What follows belongs to an exercise in optimizing a design on an open flow for small area; a production flow would make more cautious choices. Only simulation tests tie the RTL to the original design; equivalence was not proved. Power is estimated from default activity; no workload was simulated.

run 1:
Design rx_engine_top, start of the top module:
module rx_engine_top #(
   parameter int window_cycles = rx_monitor_pkg::window_cycles_default
) (
   input  logic                     clk,
   input  logic                     rst_n,
   input  logic                     cq_valid_i,
   input  pcie_cq_pkg::cq_beat_t    cq_beat_i,
   input  logic                     compl_done_i,
   input  logic                     tp_clear_i,
   input  logic                     tp_sample_en_i,
   output logic                     cq_ready_o,
   output logic                     req_compl_o,
   output pcie_cq_pkg::rd_req_t     rd_req_o,
   output logic                     fifo_we_o,
   output pcie_cq_pkg::fifo_word_t  fifo_word_o,
   output rx_monitor_pkg::tp_hist_t tp_hist_o
);
Size: ~25,000 µm² of cells after synthesis.
clock: 5.0 ns
lec_check: 0
cap_margin: 20
core_area: 2.5 2.5 317.5 317.5
die_area: 0 0 320 320
slew_margin: 20
buffer_ports_args: -buffer_cell sky130_fd_sc_hd__buf_1
cts_args: -sink_clustering_enable -repair_clock_nets -dont_use_dummy_load -buf_list "sky130_fd_sc_hd__clkbuf_8" -sink_clustering_size 18 -sink_clustering_max_diameter 50
skip_repair_tie_fanout: 1
standard.sh (not shown) runs the stock make flow with config.mk's settings and CLKGATE_MAP_FILE= SYNTH_SCRIPT=/design/flow/synth_recipe.tcl, a recipe that flattens the netlist after the stock synthesis.
==> flow/flow/run.sh <==
#!/bin/bash
# Standard ORFS layout with two layout-only changes:
#  - port buffers are sky130_fd_sc_hd__buf_1 instead of the default pick
#  - CTS inserts no dummy balancing loads
# Each tool's output stays in orfs/logs; make's own output goes to make.log.
set -euo pipefail
cat >> config.mk <<'CFG'
export BUFFER_PORTS_ARGS = -buffer_cell sky130_fd_sc_hd__buf_1
export CTS_ARGS = -sink_clustering_enable -repair_clock_nets -dont_use_dummy_load -buf_list "sky130_fd_sc_hd__clkbuf_8" -sink_clustering_size 18 -sink_clustering_max_diameter 50
export SKIP_REPAIR_TIE_FANOUT = 1
CFG
bash standard.sh > make.log 2>&1
Run 1 reached the final stage; the timing, DRC and antenna checks on its layout passed.
What run 2 does differently from run 1 at the input level:
# run 1
export LEC_CHECK = 0
export CAP_MARGIN = 20
export CORE_AREA = 2.5 2.5 317.5 317.5
export DIE_AREA = 0 0 320 320
export SLEW_MARGIN = 20
export BUFFER_PORTS_ARGS = -buffer_cell sky130_fd_sc_hd__buf_1
export CTS_ARGS = -sink_clustering_enable -repair_clock_nets -dont_use_dummy_load -buf_list "sky130_fd_sc_hd__clkbuf_8" -sink_clustering_size 18 -sink_clustering_max_diameter 50
export SKIP_REPAIR_TIE_FANOUT = 1
create_clock -name core_clock -period 5.0 [get_ports {clk}]
# run 2
export LEC_CHECK = 0
export CAP_MARGIN = 20
export CORE_MARGIN = 2
export CORE_UTILIZATION = 40
export SLEW_MARGIN = 20
export BUFFER_PORTS_ARGS = -buffer_cell sky130_fd_sc_hd__buf_1
export CTS_ARGS = -sink_clustering_enable -repair_clock_nets -dont_use_dummy_load -buf_list "sky130_fd_sc_hd__clkbuf_8" -sink_clustering_size 18 -sink_clustering_max_diameter 50
create_clock -name core_clock -period 5.0 [get_ports {clk}]
-- flow/flow/run.sh --
<<< run 1, line 10
export SKIP_REPAIR_TIE_FANOUT = 1
>>> run 2, line 10
Findings:
No final results exist for run 2, since it was stopped by error PPL-0024 during I/O pin placement. Comparing run 2 and run 1, initial standard-cell utilization of the core is higher on run 2. Reported for run 2 and run 1, number of synthesized flops with an enable pin turned out identical to the last digit. In the metrics for run 2 and run 1, the one carrying the lower width of the die is run 2. Vertical die dimension: run 2 < run 1. Post-synthesis mux area share of run 1 is on par with run 2. Re count of different cell masters after synthesis: no difference whatsoever between run 2 and run 1.
Here is what was changed in the inputs of run 3 compared with run 2.
# run 2
export LEC_CHECK = 0
export CAP_MARGIN = 20
export CORE_MARGIN = 2
export CORE_UTILIZATION = 40
export SLEW_MARGIN = 20
export BUFFER_PORTS_ARGS = -buffer_cell sky130_fd_sc_hd__buf_1
export CTS_ARGS = -sink_clustering_enable -repair_clock_nets -dont_use_dummy_load -buf_list "sky130_fd_sc_hd__clkbuf_8" -sink_clustering_size 18 -sink_clustering_max_diameter 50
create_clock -name core_clock -period 5.0 [get_ports {clk}]
# run 3
export LEC_CHECK = 0
export CAP_MARGIN = 20
export CORE_AREA = 2.5 2.5 317.5 317.5
export DIE_AREA = 0 0 320 320
export SLEW_MARGIN = 20
export BUFFER_PORTS_ARGS = -buffer_cell sky130_fd_sc_hd__buf_1
export CTS_ARGS = -sink_clustering_enable -repair_clock_nets -dont_use_dummy_load -buf_list "sky130_fd_sc_hd__clkbuf_8" -sink_clustering_size 18 -sink_clustering_max_diameter 50
create_clock -name core_clock -period 5.0 [get_ports {clk}]
Findings:
Run 3 vs. run 2: synthesized cell count ~0 delta, starting density of the core -15 points.
Run 3 | status: complete | timing, DRC, antenna: pass
X dimension of the die for run 3: 67 µm up relative to run 2
Number of rows created at floorplan sits higher in run 3 than in run 2.
The inputs of run 4 differ from those of run 3 as listed below.
# run 3
export LEC_CHECK = 0
export CAP_MARGIN = 20
export CORE_AREA = 2.5 2.5 317.5 317.5
export DIE_AREA = 0 0 320 320
export SLEW_MARGIN = 20
export BUFFER_PORTS_ARGS = -buffer_cell sky130_fd_sc_hd__buf_1
export CTS_ARGS = -sink_clustering_enable -repair_clock_nets -dont_use_dummy_load -buf_list "sky130_fd_sc_hd__clkbuf_8" -sink_clustering_size 18 -sink_clustering_max_diameter 50
create_clock -name core_clock -period 5.0 [get_ports {clk}]
# run 4
export LEC_CHECK = 0
export CAP_MARGIN = 20
export CORE_AREA = 2.5 2.5 317.5 317.5
export DIE_AREA = 0 0 320 320
export PLACE_DENSITY = 0.8
export SLEW_MARGIN = 20
export BUFFER_PORTS_ARGS = -buffer_cell sky130_fd_sc_hd__buf_1
export CTS_ARGS = -sink_clustering_enable -repair_clock_nets -dont_use_dummy_load -buf_list "sky130_fd_sc_hd__clkbuf_8" -sink_clustering_size 18 -sink_clustering_max_diameter 50
export SKIP_REPAIR_TIE_FANOUT = 1
create_clock -name core_clock -period 5.0 [get_ports {clk}]
-- flow/flow/run.sh --
<<< run 3, line 10
>>> run 4, line 10
export SKIP_REPAIR_TIE_FANOUT = 1
### Flow results
- Run 4: relative contribution of the clock network to total power is 1.1 points lower than what run 3 reported.
- Every stage of the flow completed for run 4, and the final layout passed the timing, DRC and antenna checks.
- met5 as the top layer used by detailed routing was reported by run 3, and met4 by run 4.
- Run 4: final weighted congestion in routability-driven placement higher than run 3
- Comparing run 4 and run 3, pin count of the biggest net entering global routing is lower on run 3.
- Per the comparison of run 4 with run 3, final critical delay including setup and external delays now sits higher, aggregate routed wire length now sits lower, setup slack went down 0.033 ns.
- Layout net count in run 4 is 215 lower than in run 3

afterwards: timing with drivers on the ports:
Ports are ideal in the flow. The routed layouts listed here were re-timed in OpenROAD. Step 1: set_driving_cell puts a clkbuf_16 on clk and a buf_2 on each other input, an assumption about the parent block. Step 2, shift: input delay + t, output delay - t, t = (earliest + latest rising clock arrival at the registers) / 2. This alone moves slack from input paths to output paths. Three values: ideal ports, drivers, drivers and shift; two values: the first two.
run | t, ns | slack for setup (ns) | hold slack, ns | worst setup path after step 2 | worst register clock-pin slew, ns
run 1 | 0.713 | 1.175 / 1.119 / 1.208 | 0.372 / 0.340 / 0.381 | input to output | 0.11 / 0.11
run 3 | 0.717 | 1.172 / 1.110 / 1.215 | 0.369 / 0.330 / 0.389 | input to output | 0.11 / 0.11
run 4 | 0.701 | 1.139 / 1.086 / 1.118 | 0.373 / 0.339 / 0.373 | input to output | 0.10 / 0.10
After both steps setup and hold are still met in every run listed. For run 4, which loses most, drivers alone change the setup slack by -0.053 ns; drivers and shift together by -0.021 ns.
